Source: an optimization exercise on an open RTL-to-GDS flow (aim: small area and a short achievable clock period). Production flows keep margins and buffers that such runs may drop.
At most, simulation tests tie the RTL to the original design; equivalence was not proved.
Power figures rest on the tool's default switching activity, not on a simulated workload.

== build 14 ==
// rpn_cpu_core
module rpn_cpu_core #(
    parameter int DATA_W      = 8,
    parameter int NREG        = 32,
    parameter int ADDR_W      = 8,
    parameter int STACK_DEPTH = 4
) (
    input  logic                            clk,
    input  logic                            reset,
    input  logic                            step,
    input  logic [3:0]                      evt,
    input  logic [DATA_W-1:0]               din,
    input  logic [11+2*DATA_W+ADDR_W-1:0]   instr,
    output logic [ADDR_W-1:0]               ip,
    output logic [DATA_W-1:0]               dout,
    output logic [DATA_W-1:0]               gpo,
    output logic [DATA_W-1:0]               flags
);
Size in the first run: ~1800 cells after synthesis, about 82 I/O pins, roughly 0.019 mm^2 of cells after synthesis.
==> flow/config.mk <==
export PLATFORM = sky130hd
export DESIGN_NAME = rpn_cpu_core
export DESIGN_NICKNAME = rpn_cpu_core
export VERILOG_FILES = /design/flow/design.v
export SDC_FILE = /design/flow/constraint.sdc
export NUM_CORES = 4
export LEC_CHECK = 0
export CAP_MARGIN = 20
export CELL_PAD_IN_SITES_DETAIL_PLACEMENT = 1
export CORE_MARGIN = 2
export CORE_UTILIZATION = 38
export CTS_BUF_LIST = sky130_fd_sc_hd__clkbuf_8
export CTS_CLUSTER_DIAMETER = 80
export CTS_CLUSTER_SIZE = 16
export PLACE_DENSITY = 0.56
export SETUP_SLACK_MARGIN = 2.5
export SLEW_MARGIN = 20
==> flow/constraint.sdc <==
create_clock -name core_clock -period 13.0 [get_ports {clk}]
set_input_delay 2.6000 -clock core_clock [delete_from_list [all_inputs] [get_ports {clk}]]
set_output_delay 2.6000 -clock core_clock [all_outputs]
set_load 0.01 [all_outputs]
standard.sh (not shown) runs the stock make flow with config.mk's settings and CLKGATE_MAP_FILE= SYNTH_SCRIPT=/design/flow/synth_recipe.tcl, a recipe that flattens the netlist after the stock synthesis.
==> flow/flow/run.sh <==
#!/bin/bash
# Standard ORFS layout, except that:
# - each register-file read port (modules rpn_rdport, rpn_rdsel, rpn_rdsel2) is synthesised
#   from a hand-mapped cell netlist (flow/rdport_map.v: a one-hot AND-OR of a222oi cells)
#   instead of Yosys/ABC's mapping; all registers and the rest of the design go through the
#   standard synthesis unchanged;
# - the port buffers are buf_1 cells (resized later where timing needs it).
set -euo pipefail
python3 flow/subst.py design.v flow/rdport_map.v design_mapped.v > subst.log 2>&1
bash standard.sh VERILOG_FILES="$PWD/design_mapped.v" \
    "BUFFER_PORTS_ARGS=-buffer_cell sky130_fd_sc_hd__buf_1" finish > standard.log 2>&1
Other scripts of this flow, unchanged in this note and not shown: flow/flow/rdport_map.v, flow/flow/subst.py
Build 14: done, clean on timing, DRC and antenna
Input-level comparison between build 76 and build 14:
Settings: changing PLACE_DENSITY from 0.56 to 0.5; changing CORE_UTILIZATION from 38 to 35; changing SETUP_SLACK_MARGIN from 2.5 to 3.0.
### Flow results
Post-CTS setup-driven buffer insertion count was lower in build 14 than in build 76. Compared to build 14, build 76 has synthesis-to-finish area growth 6.6 points higher. Share of cell area taken by multi-input logic gates up 0.52 points in build 76 wrt build 14. Global-route wire length before repair deteriorates in build 76 relative to build 14. Looking at part of the power in the clock network, build 76 sits above build 14.
[inputs] build 38 vs build 76
Settings: SETUP_SLACK_MARGIN now 2.5, was 3.0.
==> comparison <==
| leakage power summed over all cells | lower: build 38 |. Of build 38 and build 76, the lower clock share of power belongs to build 76. Build 38 vs. build 76: global-route track usage on met3 was more or less identical, setup slack went down by 0.45 ns, synthesis-to-finish area growth went down by 6.6 points, buffers plus inverters on the worst setup path went down by 1, multi-input gate share of total cell area went down by 0.75 points.

* * *

== run X ==
Another version of the RTL of rpn_cpu_core (not shown whole).
Size in the first run: about 1800 cells after synthesis, ~300 flip-flops, ~82 I/O pins, ~0.019 mm2 of cells after synthesis.
clock: 13.0 ns
lec_check: 0
cap_margin: 20
cell_pad_in_sites_detail_placement: 1
core_margin: 2
core_utilization: 30
cts_buf_list: sky130_fd_sc_hd__clkbuf_8
place_density: 0.45
setup_slack_margin: 2.5
slew_margin: 20
Scripts as last shown in full above: flow/flow/run.sh
Other scripts of this flow, unchanged in this note and not shown: flow/flow/rdport_map.v, flow/flow/subst.py
#### Input delta (run A over run X)
diff --git a/flow/config.mk b/flow/config.mk
--- a/flow/config.mk
+++ b/flow/config.mk
@@ -11 +11 @@
-export CORE_UTILIZATION = 30
+export CORE_UTILIZATION = 35
@@ -13 +13 @@
-export PLACE_DENSITY = 0.45
+export PLACE_DENSITY = 0.5
Compared with run X, run A shows a lower cell depth of the worst setup path.
Run A — design area about 1.8% lower, run X as reference
Run X → run A: post-CTS setup buffer count went down by 10, wire length of the first global-routing pass went down by about 5%, share of the clock period used by the worst path after layout went down by 0.33 points, mean number of vias per cell went up by 5.7%.
The higher sequential share of layout area of run A and run X is in run A.
Function was not checked in any run of this note: the RTL went through the layout flow alone.

-- port drivers added, routing unchanged --
How much do the figures lean on ideal ports? The routed layouts below were timed once more, with nothing changed but the port constraints.
Step 1 sets driving cells, clkbuf_16 on the clock port and buf_2 on the other inputs (assumed; they add their load-dependent delay and slew).
Step 2 times the ports against the registers' clock, not the clock port: input delays grow and output delays shrink by t, the midpoint of the rising clock arrivals with the driver on.
Slacks: ideal ports / drivers / drivers and shift; pairs: ideal ports / drivers.
run | t, ns | setup slack, ns | worst setup path after step 2 | clock arrival spread, ns
build 14 | 0.711 | 2.398 / 2.413 / 1.702 | input to register | 0.038 / 0.038
build 76 | 0.714 | 2.792 / 2.723 / 2.009 | input to register | 0.026 / 0.026
build 38 | 0.714 | 2.346 / 2.315 / 1.601 | input to register | 0.027 / 0.027
run X | 0.705 | 2.424 / 2.364 / 1.659 | input to register | 0.022 / 0.022
run A | 0.710 | 2.468 / 2.403 / 1.693 | input to register | 0.045 / 0.045
After both steps every run listed still meets setup and hold. For build 76, which loses most, drivers alone change the setup slack by -0.069 ns; drivers and shift together by -0.783 ns.
